What follows belongs to an exercise in optimizing a design on an open flow for small area, a short achievable clock period and few clock cycles per item; a production flow would make more cautious choices. Function was checked by simulation only, so behaviour that the tests miss may differ from the original. No activity file was given, so power comes from the tool's default toggle rates.

File: flow/flow/run.sh
#!/bin/bash
# Standard layout, with the timing repair steps aiming for a shorter path
# than the 12 ns clock asks for (the clock and constraints stay as given).
set -euo pipefail
bash standard.sh SETUP_SLACK_MARGIN=8.4 finish > standard.log 2>&1
File: flow/standard.sh
#!/bin/bash
# synth_recipe.tcl (not shown) runs the flow's synth.tcl, then flattens the netlist and writes it again
# the make line also repeats each setting of config.mk as NAME=value (left out here)
make -C /OpenROAD-flow-scripts/flow DESIGN_CONFIG=/design/flow/config.mk WORK_HOME=/design/flow/orfs CLKGATE_MAP_FILE= SYNTH_SCRIPT=/design/flow/synth_recipe.tcl "${@:-finish}"
File: flow/config.mk
export PLATFORM = sky130hd
export DESIGN_NAME = sliding_window_median_core
export DESIGN_NICKNAME = sliding_window_median_core
export VERILOG_FILES = /design/flow/design.v
export SDC_FILE = /design/flow/constraint.sdc
export NUM_CORES = 4
export LEC_CHECK = 0
export ABC_AREA = 1
export CAP_MARGIN = 20
export CORE_MARGIN = 2
export CORE_UTILIZATION = 35
export PLACE_DENSITY = 0.5
export SLEW_MARGIN = 20
File: flow/constraint.sdc
create_clock -name core_clock -period 12.0 [get_ports {clk}]
set_input_delay 2.4000 -clock core_clock [delete_from_list [all_inputs] [get_ports {clk}]]
set_output_delay 2.4000 -clock core_clock [all_outputs]
set_load 0.01 [all_outputs]
File: flow/design.v
`timescale 1ns / 1ps
`default_nettype none
package swm_pkg;
    localparam int WINDOW_MAX   = 32;
    localparam int SAMPLE_WIDTH = 32;
    localparam int WLEN_W = 7;
    localparam int IDX_W = 5;
    localparam int CNT_W = 6;
    localparam int MID = 15;
endpackage
`default_nettype wire
`timescale 1ns / 1ps
`default_nettype none
module swm_cell
(
    input  wire logic                              clk,
    input  wire logic                              rst_n,
    input  wire logic                              clear,
    input  wire logic                              hold_le,
    input  wire logic                              s_dn,
    input  wire logic                              s_own,
    input  wire logic                              s_up,
    input  wire logic                              s_x,
    input  wire logic [swm_pkg::SAMPLE_WIDTH-1:0]  x,
    input  wire logic [swm_pkg::IDX_W-1:0]         x_tag,
    input  wire logic                              d_x,
    input  wire logic [swm_pkg::SAMPLE_WIDTH-1:0]  dn_value,
    input  wire logic [swm_pkg::IDX_W-1:0]         dn_tag,
    input  wire logic                              dn_valid,
    input  wire logic                              d_dn,
    input  wire logic                              d_own,
    input  wire logic [swm_pkg::SAMPLE_WIDTH-1:0]  up_value,
    input  wire logic [swm_pkg::IDX_W-1:0]         up_tag,
    input  wire logic                              up_valid,
    input  wire logic                              d_up,
    output logic      [swm_pkg::SAMPLE_WIDTH-1:0]  value,
    output logic      [swm_pkg::IDX_W-1:0]         tag,
    output logic                                   valid,
    output logic                                   le,
    output logic      [swm_pkg::SAMPLE_WIDTH-1:0]  value_next
);
    localparam int W  = swm_pkg::SAMPLE_WIDTH;
    localparam int TW = swm_pkg::IDX_W;
    logic [TW-1:0] tag_next;
    logic          valid_next;
    logic          le_next;
    assign value_next = ({W{s_dn}}  & dn_value)
                      | ({W{s_own}} & value)
                      | ({W{s_up}}  & up_value)
                      | ({W{s_x}}   & x);
    assign tag_next   = ({TW{s_dn}}  & dn_tag)
                      | ({TW{s_own}} & tag)
                      | ({TW{s_up}}  & up_tag)
                      | ({TW{s_x}}   & x_tag);
    assign valid_next = (s_dn && dn_valid) || (s_own && valid) || (s_up && up_valid) || s_x;
    assign le_next    = (s_dn && d_dn) || (s_own && (hold_le ? le : d_own)) || (s_up && d_up) || (s_x && d_x);
    always_ff @(posedge clk or negedge rst_n)
    begin
        if (!rst_n)
        begin
            valid <= 1'b0;
        end
        else
        begin
            valid <= valid_next && !clear;
        end
    end
    always_ff @(posedge clk)
    begin
        value <= value_next;
        tag   <= tag_next;
        le    <= le_next;
    end
endmodule
`default_nettype wire
`timescale 1ns / 1ps
`default_nettype none
module swm_le
#(
    parameter int W = 32
)
(
    input  wire logic [W-1:0] a,
    input  wire logic [W-1:0] nb,
    output logic              le
);
    logic g, p;
    swm_cmp_node #(.W(W), .TOP(1)) u_root (.a(a), .nb(nb), .g(g), .p(p));
    assign le = !g;
endmodule
module swm_cmp_node
#(
    parameter int W   = 32,
    parameter int TOP = 0
)
(
    input  wire logic [W-1:0] a,
    input  wire logic [W-1:0] nb,
    output logic              g,
    output logic              p
);
    if (W == 1)
    begin : g_leaf
        if (TOP != 0)
        begin : g_sign
            assign g = !a[0] && !nb[0];
            assign p = !a[0] || !nb[0];
        end
        else
        begin : g_mag
            assign g = a[0] && nb[0];
            assign p = a[0] || nb[0];
        end
    end
    else
    begin : g_node
        localparam int WL = W / 2;
        localparam int WH = W - WL;
        logic g_h, p_h, g_l, p_l;
        swm_cmp_node #(.W(WH), .TOP(TOP)) u_h (.a(a[W-1:WL]), .nb(nb[W-1:WL]), .g(g_h), .p(p_h));
        swm_cmp_node #(.W(WL), .TOP(0))   u_l (.a(a[WL-1:0]), .nb(nb[WL-1:0]), .g(g_l), .p(p_l));
        assign g = g_h || (p_h && g_l);
        assign p = p_h && p_l;
    end
endmodule
`default_nettype wire
`timescale 1ns / 1ps
`default_nettype none
module swm_out_stage
(
    input  wire logic                              clk,
    input  wire logic                              rst_n,
    input  wire logic                              vn,          
    input  wire logic                              vb,          
    input  wire logic                              vn_next,
    input  wire logic                              vb_next,
    input  wire logic                              emit,        
    input  wire logic [swm_pkg::SAMPLE_WIDTH-1:0]  mid_next,    
    output logic                                   apply,       
    output logic                                   ready,       
    output logic                                   in_ready,
    output logic                                   out_valid,
    input  wire logic                              out_ready,
    output logic      [swm_pkg::SAMPLE_WIDTH-1:0]  out_median
);
    localparam int W = swm_pkg::SAMPLE_WIDTH;
    logic pend, pend_next;
    logic full_reg;                 
    logic alive;                    
    logic newres, head_free, load_head;
    assign newres    = apply && emit;
    assign head_free = !full_reg || out_ready;
    assign load_head = head_free && (pend || newres);
    assign pend_next = (pend || newres) && !head_free;
    assign ready     = alive && !(vn && vb && pend);
    always_ff @(posedge clk or negedge rst_n)
    begin
        if (!rst_n)
        begin
            pend      <= 1'b0;
            apply     <= 1'b0;
            alive     <= 1'b0;
            full_reg  <= 1'b0;
            out_valid <= 1'b0;
            in_ready  <= 1'b0;
        end
        else
        begin
            pend      <= pend_next;
            apply     <= vb_next && !pend_next;
            alive     <= 1'b1;
            full_reg  <= load_head || (full_reg && !out_ready);
            out_valid <= load_head || (out_valid && !out_ready);
            in_ready  <= !(vn_next && vb_next && pend_next);
        end
    end
    logic [W-1:0] med_keep;
    logic         keep_valid;
    always_ff @(posedge clk or negedge rst_n)
    begin
        if (!rst_n)
            keep_valid <= 1'b0;
        else
            keep_valid <= load_head || (keep_valid && !out_ready);
    end
    always_ff @(posedge clk)
    begin
        if (keep_valid && !out_ready)
            med_keep <= med_keep;
        else
            med_keep <= mid_next;
        if (full_reg && !out_ready)
            out_median <= med_keep;
        else
            out_median <= mid_next;
    end
endmodule
`default_nettype wire
`timescale 1ns / 1ps
`default_nettype none
module sliding_window_median_core
(
    input  wire logic        clk,
    input  wire logic        rst_n,
    input  wire logic        s_axis_tvalid,
    output logic             s_axis_tready,
    input  wire logic [31:0] s_axis_tdata,    
    output logic             m_axis_tvalid,
    input  wire logic        m_axis_tready,
    output logic [31:0]      m_axis_tdata,    
    input  wire logic        cfg_wr_en,
    input  wire logic [6:0]  cfg_wr_data      
);
    localparam int N  = swm_pkg::WINDOW_MAX;
    localparam int W  = swm_pkg::SAMPLE_WIDTH;
    localparam int TW = swm_pkg::IDX_W;
    localparam int CW = swm_pkg::CNT_W;
    localparam int M  = swm_pkg::MID;
    logic [W-1:0]  xn_reg, xb_reg;
    logic          vn_reg, vb_reg;
    logic          cfg_reg;
    logic [6:0]    cfg_d_reg;
    logic [CW-1:0] cfg_keff;
    logic          in_take, apply, ready, b_free, vn_next, vb_next;
    always_comb
    begin
        if (cfg_d_reg == '0)
            cfg_keff = CW'(1);
        else if (cfg_d_reg > 7'(N))
            cfg_keff = CW'(N);
        else
            cfg_keff = CW'(cfg_d_reg);
    end
    assign in_take = s_axis_tvalid && ready;
    assign b_free  = !vb_reg || apply;
    assign vb_next = b_free ? vn_reg : vb_reg;
    assign vn_next = in_take || (vn_reg && !b_free);
    always_ff @(posedge clk or negedge rst_n)
    begin
        if (!rst_n)
        begin
            vn_reg  <= 1'b0;
            vb_reg  <= 1'b0;
            cfg_reg <= 1'b0;
        end
        else
        begin
            vn_reg  <= vn_next;
            vb_reg  <= vb_next;
            cfg_reg <= cfg_wr_en;
        end
    end
    always_ff @(posedge clk)
    begin
        if (ready)
            xn_reg <= s_axis_tdata;
        if (b_free)
            xb_reg <= xn_reg;
        if (cfg_wr_en)
            cfg_d_reg <= cfg_wr_data;
    end
    logic [CW-1:0] k_reg, fill_reg, k_next, fill_next;
    logic [TW-1:0] ptr_reg, ptr_next;
    logic [M-1:0]  pad_reg;        
    logic [M-1:0]  pad_new;
    logic          full, emit;     
    logic [TW-1:0] ev_tag;         
    logic [TW-1:0] ev_tag_next;
    logic [TW-1:0] ev_tag1;        
    always_comb
    begin
        for (int i = 0; i < M; i++)
            pad_new[i] = (CW'(2 * (M + 1 - i)) > cfg_keff + CW'(1));
    end
    always_comb
    begin
        k_next    = k_reg;
        fill_next = fill_reg;
        ptr_next  = ptr_reg;
        if (cfg_reg)
        begin
            k_next    = cfg_keff;
            fill_next = '0;
        end
        else if (apply)
        begin
            ptr_next = ptr_reg + TW'(1);
            if (!full)
                fill_next = fill_reg + CW'(1);
        end
    end
    always_comb
    begin
        ev_tag_next = ev_tag;
        if (cfg_reg)
            ev_tag_next = ptr_reg;
        else if (apply && full)
            ev_tag_next = ev_tag + TW'(1);
    end
    always_ff @(posedge clk or negedge rst_n)
    begin
        if (!rst_n)
        begin
            k_reg    <= CW'(3);
            fill_reg <= '0;
            ptr_reg  <= '0;
            pad_reg  <= {1'b0, {(M-1){1'b1}}};
            full     <= 1'b0;
            emit     <= 1'b0;
            ev_tag   <= '0;
            ev_tag1  <= '0;
        end
        else
        begin
            k_reg    <= k_next;
            fill_reg <= fill_next;
            ptr_reg  <= ptr_next;
            if (cfg_reg)
                pad_reg <= pad_new;
            full     <= (fill_next == k_next);
            emit     <= (fill_next == k_next) || (fill_next + CW'(1) == k_next);
            ev_tag   <= ev_tag_next;
            ev_tag1  <= (fill_next == k_next) ? ev_tag_next + TW'(1) : ev_tag_next;
        end
    end
    logic [N-1:0][W-1:0]  value, value_next;
    logic [N-1:0][TW-1:0] tag;
    logic [N-1:0]         valid;
    logic [N-1:0]         cle;       
    logic [N:0]           le;        
    logic [N+1:0]         d;         
    logic                 d_x;       
    logic [N-1:0]         h;         
    logic [TW-1:0]        q_pos;     
    logic                 q_ins;     
    logic                 q_ev;      
    logic [TW-1:0]        old_pos;   
    logic [N-1:0]         evo;       
    logic [N-1:0]         ev_le;     
    logic [N-1:0]         s_dn, s_own, s_up, s_x;
    logic [W-1:0]         nxn;       
    assign nxn = ~xn_reg;
    assign le[N]   = 1'b0;
    assign d[0]    = 1'b0;
    assign d[N+1]  = 1'b0;
    swm_le #(.W(W)) u_le_x (.a(xb_reg), .nb(nxn), .le(d_x));
    for (genvar i = 0; i < N; i++)
    begin : g_cmp
        logic is_pad;
        if (i < M)
        begin : g_pad
            assign is_pad = pad_reg[i];
        end
        else
        begin : g_nopad
            assign is_pad = 1'b0;
        end
        swm_le #(.W(W)) u_le (.a(value[i]), .nb(nxn), .le(d[i+1]));
        assign le[i]  = is_pad || (valid[i] && cle[i]);
        assign h[i]   = valid[i] && (tag[i] == ev_tag1);
    end
    logic [TW-1:0] q_dn, q_up;
    always_comb
    begin
        q_pos = '0;
        q_dn  = '0;
        q_up  = '0;
        q_ins = 1'b0;
        q_ev  = 1'b0;
        for (int i = 0; i < N; i++)
        begin
            q_pos = q_pos | (h[i] ? TW'(i) : TW'(0));
            q_dn  = q_dn  | (h[i] ? TW'(i - 1) : TW'(0));
            q_up  = q_up  | (h[i] ? TW'(i + 1) : TW'(0));
            q_ins = q_ins | (h[i] && !cle[i]);
            if (i > 0)
                q_ev = q_ev | (h[i] && evo[i-1]);
        end
    end
    always_ff @(posedge clk)
    begin
        if (apply)
        begin
            if (k_reg == CW'(1))
                old_pos <= TW'(M);
            else if (q_ins && !q_ev)
                old_pos <= q_up;
            else if (q_ev && !q_ins)
                old_pos <= q_dn;
            else
                old_pos <= q_pos;
        end
    end
    for (genvar i = 0; i < N; i++)
    begin : g_evo
        assign evo[i] = full && (old_pos <= TW'(i));
    end
    for (genvar i = 0; i < N; i++)
    begin : g_cell
        logic dn_le, dn_ev;
        logic [W-1:0]  up_value, dn_value;
        logic [TW-1:0] up_tag, dn_tag;
        logic          up_valid, dn_valid;
        assign ev_le[i] = evo[i] ? le[i+1] : le[i];
        if (i == 0)
        begin : g_bot
            assign dn_le    = 1'b1;
            assign dn_ev    = 1'b0;
            assign dn_value = '0;
            assign dn_tag   = '0;
            assign dn_valid = 1'b0;
        end
        else
        begin : g_dn
            assign dn_le    = ev_le[i-1];
            assign dn_ev    = evo[i-1];
            assign dn_value = value[i-1];
            assign dn_tag   = tag[i-1];
            assign dn_valid = valid[i-1];
        end
        if (i == N - 1)
        begin : g_top
            assign up_value = '0;
            assign up_tag   = '0;
            assign up_valid = 1'b0;
        end
        else
        begin : g_up
            assign up_value = value[i+1];
            assign up_tag   = tag[i+1];
            assign up_valid = valid[i+1];
        end
        assign s_up[i]  = apply && ev_le[i] && evo[i];
        assign s_x[i]   = apply && !ev_le[i] && dn_le;
        assign s_dn[i]  = apply && !ev_le[i] && !dn_le && !dn_ev;
        assign s_own[i] = !(s_up[i] || s_x[i] || s_dn[i]);
        swm_cell u_cell (
            .clk        (clk),
            .rst_n      (rst_n),
            .clear      (cfg_reg),
            .hold_le    (vb_reg && !apply),
            .s_dn       (s_dn[i]),
            .s_own      (s_own[i]),
            .s_up       (s_up[i]),
            .s_x        (s_x[i]),
            .x          (xb_reg),
            .x_tag      (ptr_reg),
            .d_x        (d_x),
            .dn_value   (dn_value),
            .dn_tag     (dn_tag),
            .dn_valid   (dn_valid),
            .d_dn       (d[i]),
            .d_own      (d[i+1]),
            .up_value   (up_value),
            .up_tag     (up_tag),
            .up_valid   (up_valid),
            .d_up       (d[i+2]),
            .value      (value[i]),
            .tag        (tag[i]),
            .valid      (valid[i]),
            .le         (cle[i]),
            .value_next (value_next[i])
        );
    end
    swm_out_stage u_out (
        .clk        (clk),
        .rst_n      (rst_n),
        .vn         (vn_reg),
        .vb         (vb_reg),
        .vn_next    (vn_next),
        .vb_next    (vb_next),
        .emit       (emit),
        .mid_next   (value_next[M]),
        .apply      (apply),
        .ready      (ready),
        .in_ready   (s_axis_tready),
        .out_valid  (m_axis_tvalid),
        .out_ready  (m_axis_tready),
        .out_median (m_axis_tdata)
    );
endmodule
`default_nettype wire
==> summary.txt, run 1 <==
status=complete, no violations; clk latency of the worst-skew pair=0.87 ns; met3 usage=9.17%; leading cell types in the layout, fill and taps excluded=4092 x nand2_1, 1227 x dfxtp_1, 1115 x o21ai_0, 938 x inv_1, 736 x nor2_1; GR Util met1=45.4%; slew margin rel.=26.9%; DR WL/cell=30.7 um; gpl congestion=1.02; Mapped Area=0.0824 mm^2; worst hold stages=2; Worst Setup Path Type=reg -> out; CP arrival=1.52 ns; initial cell density of the core=35.1%; #FFs+latches synth=1442; Fillers=24800; clock power share=18.9%; R2R setup slack=8.35 ns; sequential fraction of the synthesis area=36.9%; r2r startpoint=xb_reg[13]; R2R depth=13; DP Wirelength=335000 um; first-pass detailed-route iteration total=9; Die X=489 um; HP Class=reg -> reg; IO Count=78; Clock Path Buffers=3; GRT Max-Usage Layer=met2; VDD IR max=203 uV; share of layout cells above drive strength 1=8.23%; mean post-synth cell area=6.57 um^2; CP Cell Sequence=buf_6; Via-to-Cell Ratio=6.18; Setup Skew=0.0414 ns; most common cell after layout, fill and taps aside=nand2_1; Die Y=489 um; met2 Track Usage GR=60.7%; yosys warns=3; PwrDens=317 mW/mm^2; initial antenna violation count=32; largest net degree at the start of global routing=61; vias=96300; CP max stage delay=0.50 ns; Async SR Flop Fraction=5.96%; depth of the CTS H-tree=4; Final Setup Violations=0; Regs by FF count=g_cell.u_cell.value x1024, g_cell.u_cell.tag x160; Hold Startpoint=u_out.med_keep[12]; Mapped Nets=12600; die footprint=0.239 mm^2; CP required=9.60 ns; gr usage total=38.4%; Residual DRC=0; Least-Margin Pin Slew=1.09 ns; Worst Hold End=u_out.out_median[12]; clk root buf=clkbuf_16; flip-flop and latch area=0.0305 mm^2; hold_buf cts=0; number of flip-flops in the largest register=1024; Switching Share=51.9%; max cap viols=0; Initial DRC Count=12400; CTS tree=yes; Tmin final=3.92 ns; Std-Cell Rows=178; Nets=12300; CTS clk-pin slew, worst paths=0.06 ns; vias in the first global route=91600; global-route wire length before repair=662000 um; RSZ-0062 raised after global routing=true; Switch Pwr=0.0154 W; Fin Setup TNS=0 ns; crit path capture type=output pin; P_int=0.0143 W; footprint of the multi-input gates=0.0455 mm^2; Largest Register=g_cell.u_cell.value; Lkg Pwr=37.1 nW; Crit path max-delay family=flip-flops; GRT overflow=0; area grow syn2layout=13.5%; Final Core Density=39.8%; Combinational Power Share=49.0%; slowest CP cell=dfrtp_2; worst r2r dst=g_cell[31].u_cell.le; pre-CTS setup slack=7.20 ns; Routed Antenna Nets=0; Core Region=0.235 mm^2; Reg power frac=32.0%; worst path bufs/invs=1; Synth cell types=62; number of synthesized flops with an enable pin=108; crit path max fanout=1; crit path launch type=flip-flop; Num Clock Sinks=1442; FMAX=255 MHz; TritonCTS Buffers=174; Mapped Cells=12500; max-slew violations=0; Synth Flop Type=dfxtp_1; Final Cycle Share=32.6%; Buffers on Ports=77; setup ws final=8.08 ns; Hold Fails Final Rpt=0; final WL=478000 um
## how the worst max path moves through the flow
stage / start / end / slack (ns) / cells past startpoint
after floorplan: m_axis_tready / u_out.med_keep[0] / 8.45 / 2
after global placement: m_axis_tready / u_out.keep_valid / 6.74 / 6
after detailed placement: m_axis_tready / u_out.keep_valid / 7.20 / 6
after CTS: u_out.in_ready / s_axis_tready / 7.99 / 1
after global routing: u_out.in_ready / s_axis_tready / 8.04 / 1
final: u_out.in_ready / s_axis_tready / 8.08 / 1
## Yosys cell counts (all sizes together), types with 38 or more instances
library cell	count	area, um^2
o211ai	160	1200
a211oi	55	413
o22ai	208	1300
buf	174	820
nand4	140	876
dfxtp	1248	25000
inv	1026	3850
dfrtp	70	1750
or2	63	397
clkinv	38	143
nand3	661	3310
nor3	123	724
a31oi	47	294
clkbuf	668	2510
nand2	4105	15400
nor2	789	2990
a22oi	332	2490
o221ai	161	1410
a21oi	597	2990
o2111ai	433	3790
edfxtp	108	3240
o21ai	1169	5860
## cells by family after synthesis
family | after synthesis | synth area share (%)
AOI/OAI and AO/OA | 3255 | 24.9
DFF | 1442 | 36.9
buffers and inverters | 1906 | 8.89
adders and majority gates | 6 | 0.0881
other | 1 | 0.00455
xor gates and xnor gates | 19 | 0.202
and+or+nand+nor | 5904 | 29.0
## per-stage QoR
| stage | cells | cell area [um^2] | total power (W) | hold WS, ns |
|---|---|---|---|---|
| 5_1_grt | 15600 | 93500 | 0.0310 | 0.454 |
| 3_3_place_gp | 15200 | 86400 | 0.0228 | 0.438 |
| 2_1_floorplan | 12500 | 82400 | 0.0168 | 0.419 |
| 6_report | 15600 | 93500 | 0.0297 | 0.446 |
| 3_5_place_dp | 15200 | 86500 | 0.0231 | 0.432 |
| 4_1_cts | 15500 | 92900 | 0.0288 | 0.447 |
## layout make-up
type,count,area share (%)
multi-input cells,9190,48.6
flip-flops and latches,1442,32.6
clock buffers,262,5.62
inverters,1064,4.42
well taps,3150,4.21
repair buffers,405,3.78
clock inverters,60,0.681
diodes,13,0.0348
repair inverters,4,0.0294
## power groups by stage
stage          Clock (W)  Sequential, W  Combinational (W)
5_1_grt          0.00583        0.00966             0.0155
3_3_place_gp           0        0.00945             0.0133
3_5_place_dp           0        0.00946             0.0136
4_1_cts          0.00564        0.00940             0.0138
2_1_floorplan          0        0.00837            0.00846
6_report         0.00561        0.00951             0.0146
## routing by layer
layer  wire length [um]  up-vias
met5                112        -
met1             176000    46100
met2             209000     6114
met3              50400     1756
li1                   -    42300
met4              42600       14
## worst register-to-register path: stages, from the launching register on
cell	delay (ns)
edfxtp_1	0.32
buf_4	0.46
clkinv_4	0.36
buf_4	0.33
a21oi_1	0.24
o21ai_0	0.17
nor2_1	0.18
nand2_2	0.20
a21o_1	0.21
buf_4	0.25
nand2_1	0.26
bufinv_8	0.33
nand2_1	0.13
nand3_1	0.09
## what timing repair did
action / CTS / global route
gates cloned: 5 / 4
gates resized for setup: 257 / 98
pin swaps: 9 / 7
endpoints found under the setup margin: 909 / 570
buffers inserted: 17 / 28
Testbench counts, summed over its fixed seeds: cycles 14,431, items 12,557.
==> run 2, diff against run 1 <==
==> flow/flow/run.sh (replaced) <==
#!/bin/bash
# Standard layout, with the timing repair steps aiming for a shorter path
# than the 12 ns clock asks for (the clock and constraints stay as given).
set -euo pipefail
bash standard.sh SETUP_SLACK_MARGIN=8.15 finish > standard.log 2>&1
==> run 2 against run 1 <==
Against the previous run:
- first-iteration DRC count fell by 2.1%
- final cell count is 0.15% lower
- sequential share of layout area up 0.20 points
- sequential cell count unchanged
- synthesized cell count stayed put
- register-to-register slack worse by 0.21 ns
- critical path depth unchanged
- power shrank 0.84%
- combinational power barely moved
- hold slack lost 0.0032 ns
- die area did not move
- global-route usage down 0.063 points
==> summary.txt, run 2 <==
Final Setup Violations=0; Regs by FF count=g_cell.u_cell.value x1024, g_cell.u_cell.tag x160; Nets=12300; footprint of the multi-input gates=0.0454 mm^2; number of flip-flops in the largest register=1024; Fin Setup TNS=0 ns; Num Clock Sinks=1442; Crit path max-delay family=flip-flops; leading cell types in the layout, fill and taps excluded=4096 x nand2_1, 1236 x dfxtp_1, 1116 x o21ai_0, 945 x inv_1, 743 x nor2_1; vias in the first global route=91500; Tmin final=3.91 ns; R2R setup slack=8.14 ns; Die Y=489 um; CTS clk-pin slew, worst paths=0.06 ns; top cell type's share of synthesized area=30.3%; CP required=9.60 ns; Least-Margin Pin Slew=1.22 ns; Final Cycle Share=32.6%; PwrDens=317 mW/mm^2; status=complete, no violations; ranking of synthesized cells by instance count=4101 x nand2_1, 1248 x dfxtp_1, 1117 x o21ai_0; die footprint=0.239 mm^2; slew margin rel.=17.9%; clk root buf=clkbuf_16; largest net degree at the start of global routing=61; Synth Flop Type=dfxtp_1; Largest Register=g_cell.u_cell.value; critical path depth=1; mean post-synth cell area=6.57 um^2; crit path capture type=output pin; setup ws final=8.09 ns; hold_buf cts=0; Mapped Cells=12500; Fillers=24900; CP max stage delay=0.50 ns; VDD IR max=205 uV; crit path max fanout=1; gr usage total=38.3%; crit path launch type=flip-flop; share of layout cells above drive strength 1=7.58%; worst path bufs/invs=1; Mapped Nets=12600; R2R depth=14; DR WL/cell=30.6 um; CP arrival=1.51 ns; Final Power=0.0294 W; Worst Hold End=u_out.out_median[12]; GRT overflow=0; vias=96400; area leader, netlist=dfxtp_1; HP Class=reg -> reg; Core Region=0.235 mm^2; largest cells by area after synthesis=dfxtp_1 30%, nand2_1 19%, o21ai_0 6.8%, o2111ai_1 4.6%, inv_1 4.5%; most common cell after layout, fill and taps aside=nand2_1; IO Count=78; final WL=476000 um; global-route wire length before repair=661000 um; r2r startpoint=xb_reg[1]; Mapped Area=0.0824 mm^2; worst r2r dst=g_cell[31].u_cell.le; Clock Path Buffers=3; RSZ-0062 raised after global routing=true; gpl congestion=1.02; Setup Skew=0.0375 ns; Lkg Pwr=36.8 nW; max cap viols=0; flip-flop and latch area=0.0304 mm^2; CTS tree=yes; worst hold stages=2; Residual DRC=0; Hold Startpoint=u_out.med_keep[12]; pre-CTS setup slack=7.20 ns; max-slew violations=0; TritonCTS Buffers=174; Via-to-Cell Ratio=6.19; #FFs+latches synth=1442; first-pass detailed-route iteration total=8; Std-Cell Rows=178; Buffers on Ports=77; depth of the CTS H-tree=4; FMAX=256 MHz; Initial DRC Count=12100; CP Cell Sequence=buf_6; yosys warns=3; Synth cell types=62; DP Wirelength=335000 um; Die X=489 um; sequential fraction of the synthesis area=36.9%; Hold Fails Final Rpt=0; initial antenna violation count=40; slowest CP cell=dfrtp_2; most common cell in the netlist=nand2_1; clk latency of the worst-skew pair=0.86 ns; Async SR Flop Fraction=5.96%; number of synthesized flops with an enable pin=108; area grow syn2layout=12.8%; initial cell density of the core=35.1%; Worst Setup Path Type=reg -> out; Routed Antenna Nets=0
## run 2: cell types whose count changed in the layout (fill, tap and decap cells not counted), sizes merged
cell,change
clkbuf,-2
clkdlybuf4s15,+18
buf,-45
clkinvlp,-9
inv,+8
nor2,-1
diode,+9
bufinv,-1
## run 2: how the worst max path moves through the flow
stage / endpoint / from
after floorplan: u_out.med_keep[0] / m_axis_tready
after global routing: s_axis_tready / u_out.in_ready
after CTS: s_axis_tready / u_out.in_ready
final: s_axis_tready / u_out.in_ready
after global placement: u_out.keep_valid / m_axis_tready
after detailed placement: u_out.keep_valid / m_axis_tready
## run 2: tightest hold or removal path, cell delays in order, from the launching register on
cell	delay [ns]
edfxtp_1	0.32
nand2_1	0.05
nand2_1	0.05
## run 2: power by group
part	internal, W	switching [W]	total, W
combinational	0.00387	0.0104	0.0143
clock	0.00325	0.00236	0.00562
sequential	0.00700	0.00251	0.00951
## run 2: layout make-up
class	count	area share (%)
timing repair inverter	2	0.0108
clock inverter	60	0.685
timing repair buffer	376	3.37
clock buffer	262	5.66
sequential	1442	32.8
inverter	1064	4.37
multi-input combinational	9189	48.8
tap	3150	4.24
antenna	22	0.0593
## run 2: what timing repair did
item | in CTS | in global routing
resized for setup | 163 | 44
setup endpoints to repair | 588 | 352
gates cloned | 4 | 2
pin swaps | 6 | 2
setup buffers | 7 | 9
## run 2: cell families after synthesis
group | Yosys count | share of synthesized area, %
AO/OA/AOI/OAI | 3255 | 24.9
XOR/XNOR | 19 | 0.202
adder cells (fa/ha/maj) | 6 | 0.0881
buffers and inverters | 1906 | 8.89
flip-flops | 1442 | 36.9
other | 1 | 0.00455
AND/OR/NAND/NOR | 5904 | 29.0
## run 2: layer usage
metal  share of wire, %  routed length [um]  GRT usage, %  vias to the layer above
li1                   -                   -             -                    42300
met1                 37              176000          45.2                    46300
met2                 44              210000          60.7                     6133
met3                 10               49900          9.32                     1676
met4                8.5               40300          27.8                       14
met5              0.021                 101             0                        -
## run 2: stage by stage
stage | area (um^2) | instances | hold WS, ns | utilization, %
6_report | 92900 | 15600 | 0.443 | 39.6
5_1_grt | 92900 | 15600 | 0.454 | 39.6
4_1_cts | 92600 | 15500 | 0.447 | 39.5
3_5_place_dp | 86500 | 15200 | 0.432 | 36.9
3_3_place_gp | 86400 | 15200 | 0.438 | 36.8
2_1_floorplan | 82400 | 12500 | 0.419 | -
==> run 3, diff against run 2 <==
==> flow/flow/run.sh (replaced) <==
#!/bin/bash
# Standard layout, with the timing repair steps aiming for a shorter path
# than the 12 ns clock asks for (the clock and constraints stay as given).
set -euo pipefail
bash standard.sh SETUP_SLACK_MARGIN=8.1 finish > standard.log 2>&1
--- a/flow/config.mk
+++ b/flow/config.mk
@@ -6,8 +6,7 @@
 export NUM_CORES = 4
 export LEC_CHECK = 0
-export ABC_AREA = 1
 export CAP_MARGIN = 20
 export CORE_MARGIN = 2
-export CORE_UTILIZATION = 35
-export PLACE_DENSITY = 0.5
+export CORE_UTILIZATION = 30
+export PLACE_DENSITY = 0.45
 export SLEW_MARGIN = 20
==> run 3 against run 2 <==
Against the previous run:
- final cell count down 18%
- hold slack better by 0.026 ns
- count of clock-buffer cells in the layout up 10
- global-route usage down 7.1 points
- clock skew up 0.028 ns
- critical path depth up 10
- power down 9.2%
- sequential power up 11%
- largest cell class unchanged
- still clean
- die area up 9.8%
- combinational power down 27%
- critical path type is now reg -> reg
- sequential share of layout area up 1.3 points
- setup slack worse by 0.032 ns
==> summary.txt, run 3 <==
Hold Startpoint=g_cell[0].u_cell.value[24]; CP Cell Sequence=buf_4, inv_6, maj3_1, a221oi_1, o311ai_1, a211o_1, a31o_1, a31o_2, nor3_1, a21oi_1, o2111ai_1; r2r startpoint=xn_reg[15]; vias=84400; HP Class=reg -> reg; depth of the CTS H-tree=4; Synth cell types=96; slew margin rel.=24.2%; Tmin final=3.94 ns; Core Region=0.257 mm^2; Final Setup Violations=0; initial cell density of the core=30.2%; DP Wirelength=297000 um; crit path launch type=flip-flop; crit path max fanout=23; sequential fraction of the synthesis area=39.2%; Final Cycle Share=32.9%; DR WL/cell=33.8 um; slowest CP cell=a221oi_1; PwrDens=299 mW/mm^2; Fillers=26500; #FFs+latches synth=1442; first-pass detailed-route iteration total=14; Mapped Area=0.0776 mm^2; area grow syn2layout=15.3%; Lkg Pwr=36.2 nW; most common cell in the netlist=nand2_1; ranking of synthesized cells by instance count=2589 x nand2_1, 1248 x dfxtp_1, 1140 x a222oi_1; Mapped Cells=9559; top cell type's share of synthesized area=32.2%; Final Core Density=34.8%; Critical Path End=g_cell[26].u_cell.le; RSZ-0062 raised after global routing=true; max-slew violations=0; Synth Flop Type=dfxtp_1; worst r2r dst=g_cell[26].u_cell.le; CP required=12.78 ns; clk root buf=clkbuf_16; FMAX=254 MHz; Residual DRC=0; largest net degree at the start of global routing=59; clk latency of the worst-skew pair=0.89 ns; initial antenna violation count=19; IO Count=78; TritonCTS Buffers=176; die footprint=0.263 mm^2; Least-Margin Pin Slew=1.14 ns; Initial DRC Count=18300; CP arrival=4.73 ns; Clock Path Buffers=3; status=complete, no violations; Die Y=513 um; area leader, netlist=dfxtp_1; footprint of the multi-input gates=0.0435 mm^2; Largest Register=g_cell.u_cell.value; Fin Setup TNS=0 ns; pre-CTS setup slack=7.21 ns; Std-Cell Rows=186; Die X=513 um; CP max stage delay=0.54 ns; Nets=9251; largest cells by area after synthesis=dfxtp_1 32%, a222oi_1 15%, nand2_1 13%, edfxtp_1 4.2%, clkbuf_1 3.9%; hold_buf cts=0; final WL=431000 um; number of synthesized flops with an enable pin=108; Async SR Flop Fraction=5.96%; R2R depth=11; gr usage total=31.2%; yosys warns=3; Hold Fails Final Rpt=0; leading cell types in the layout, fill and taps excluded=2587 x nand2_1, 1229 x dfxtp_1, 1140 x a222oi_1, 365 x a21oi_1, 311 x inv_1; Setup Skew=0.0651 ns; VDD IR max=142 uV; CTS clk-pin slew, worst paths=0.06 ns; Num Clock Sinks=1442; Via-to-Cell Ratio=6.62; Post-Layout Inst Area=0.0895 mm^2; most common cell after layout, fill and taps aside=nand2_1; R2R setup slack=8.06 ns; placed cell areas=0.0822 mm^2; Regs by FF count=g_cell.u_cell.value x1024, g_cell.u_cell.tag x160; max cap viols=0; share of layout cells above drive strength 1=10.6%; flip-flop and latch area=0.0305 mm^2; Buffers on Ports=77; mean post-synth cell area=8.12 um^2; CTS tree=yes; setup ws final=8.06 ns; Worst Setup Path Type=reg -> reg; number of flip-flops in the largest register=1024; Routed Antenna Nets=0; crit path capture type=flip-flop; vias in the first global route=77600; Mapped Nets=9608; GRT overflow=0; gpl congestion=0.963; CP startpoint=xn_reg[15]; global-route wire length before repair=606000 um
[run 3: cell count changes in the layout (fill, tap and decap cells not counted), sizes merged, moves of 124 or more]
cell	previous run	this run
o21ai	1169	208
a21oi	597	377
nand2b	0	124
xor2	15	139
o2111ai	433	37
a22oi	332	143
inv	1034	347
nor2	793	335
nand2	4105	2589
nor2b	0	125
nand3	661	69
a222oi	0	1140
maj3	1	274
[run 3: power by group]
part / switching (W) / internal (W)
sequential: 0.00365 / 0.00693
combinational: 0.00686 / 0.00358
clock: 0.00238 / 0.00333
total: 0.0129 / 0.0138
[run 3: worst min-delay path by stage]
stage | endpoint | cells past startpoint | slack (ns)
floorplan | xb_reg[11] | 0 | 0.42
global placement | g_cell[31].u_cell.value[0] | 2 | 0.45
detailed placement | u_out.out_median[13] | 1 | 0.46
CTS | g_cell[31].u_cell.value[0] | 2 | 0.47
global route | u_out.out_median[9] | 1 | 0.49
finish | g_cell[0].u_cell.value[24] | 2 | 0.47
[run 3: layout make-up]
cell class	instances	area share, %
multi-input combinational	6832	48.6
sequential	1442	34.1
clock buffer	272	5.92
tap	3384	4.73
timing repair buffer	405	4.17
inverter	345	1.55
clock inverter	59	0.895
antenna	12	0.0336
[run 3: kinds of logic after synthesis]
| group | count (synthesis) | share of synthesized area (%) |
|---|---|---|
| multiplexers | 67 | 0.927 |
| other | 1 | 0.00483 |
| buffers and inverters | 1285 | 6.33 |
| adder cells (fa/ha/maj) | 279 | 3.64 |
| AO/OA/AOI/OAI | 2706 | 28.4 |
| XOR/XNOR | 191 | 2.16 |
| AND/OR/NAND/NOR | 3588 | 19.4 |
| flip-flops | 1442 | 39.2 |
[run 3: metrics by stage]
stage / hold slack, ns / total power [W] / std cells
after floorplan: 0.424 / 0.0153 / 9559
after global placement: 0.446 / 0.0202 / 12400
after detailed placement: 0.458 / 0.0204 / 12400
after CTS: 0.468 / 0.0262 / 12700
after global routing: 0.490 / 0.0278 / 12700
final: 0.469 / 0.0267 / 12800
[run 3: timing repair]
item / CTS / global route
endpoints found under the hold margin: 0 / 0
setup buffers: 13 / 10
gates cloned: 0 / 3
resized for setup: 286 / 117
endpoints found under the setup margin: 531 / 303
pin swaps: 3 / 8
[run 3: worst max-delay path: cells and delay by family (launching register included)]
kind	cells	cell delay [ns]
fa+ha+maj	1	0.47
compound gates	7	2.03
buf+inv	2	0.66
simple gates	1	0.37
flops	1	0.32
[run 3: per-layer routing]
metal | vias up | track usage [%] | share of wire, %
met2 | 6208 | 45.0 | 41
met5 | - | 0.420 | 0.048
met4 | 10 | 15.7 | 5.8
met1 | 41700 | 42.6 | 41
met3 | 1037 | 8.09 | 13
li1 | 35500 | - | -

## what the ideal ports hide
In the flow no input, the clock included, has a driving cell. The finished layouts below were timed again as built, in two steps.
Step 1 sets driving cells, clkbuf_16 on the clock port and buf_2 on the other inputs (assumed; they add their load-dependent delay and slew).
Step 2 moves the port delays by t, midway between the first and last clock arrival at a register: inputs arrive t later, outputs are due t later. That takes back most of the time a late clock gives input paths.
a / b / c = no drivers / after step 1 / after step 2; a / b = the first two.
| run | shift t [ns] | setup slack, ns | worst setup path after step 2 | slew at the worst register clock pin (ns) | pins driven straight from the clock port |
|---|---|---|---|---|---|
| run 1 | 0.945 | 8.082 / 7.982 / 7.733 | input to register | 0.07 / 0.07 | 1 |
| run 2 | 0.947 | 8.088 / 7.987 / 7.557 | input to register | 0.07 / 0.07 | 1 |
| run 3 | 0.953 | 8.056 / 7.981 / 7.708 | input to register | 0.07 / 0.07 | 1 |
After both steps setup and hold are still met in every run listed. The setup slack of run 2, which loses most, moves by -0.101 ns with the drivers and by -0.531 ns with both steps.
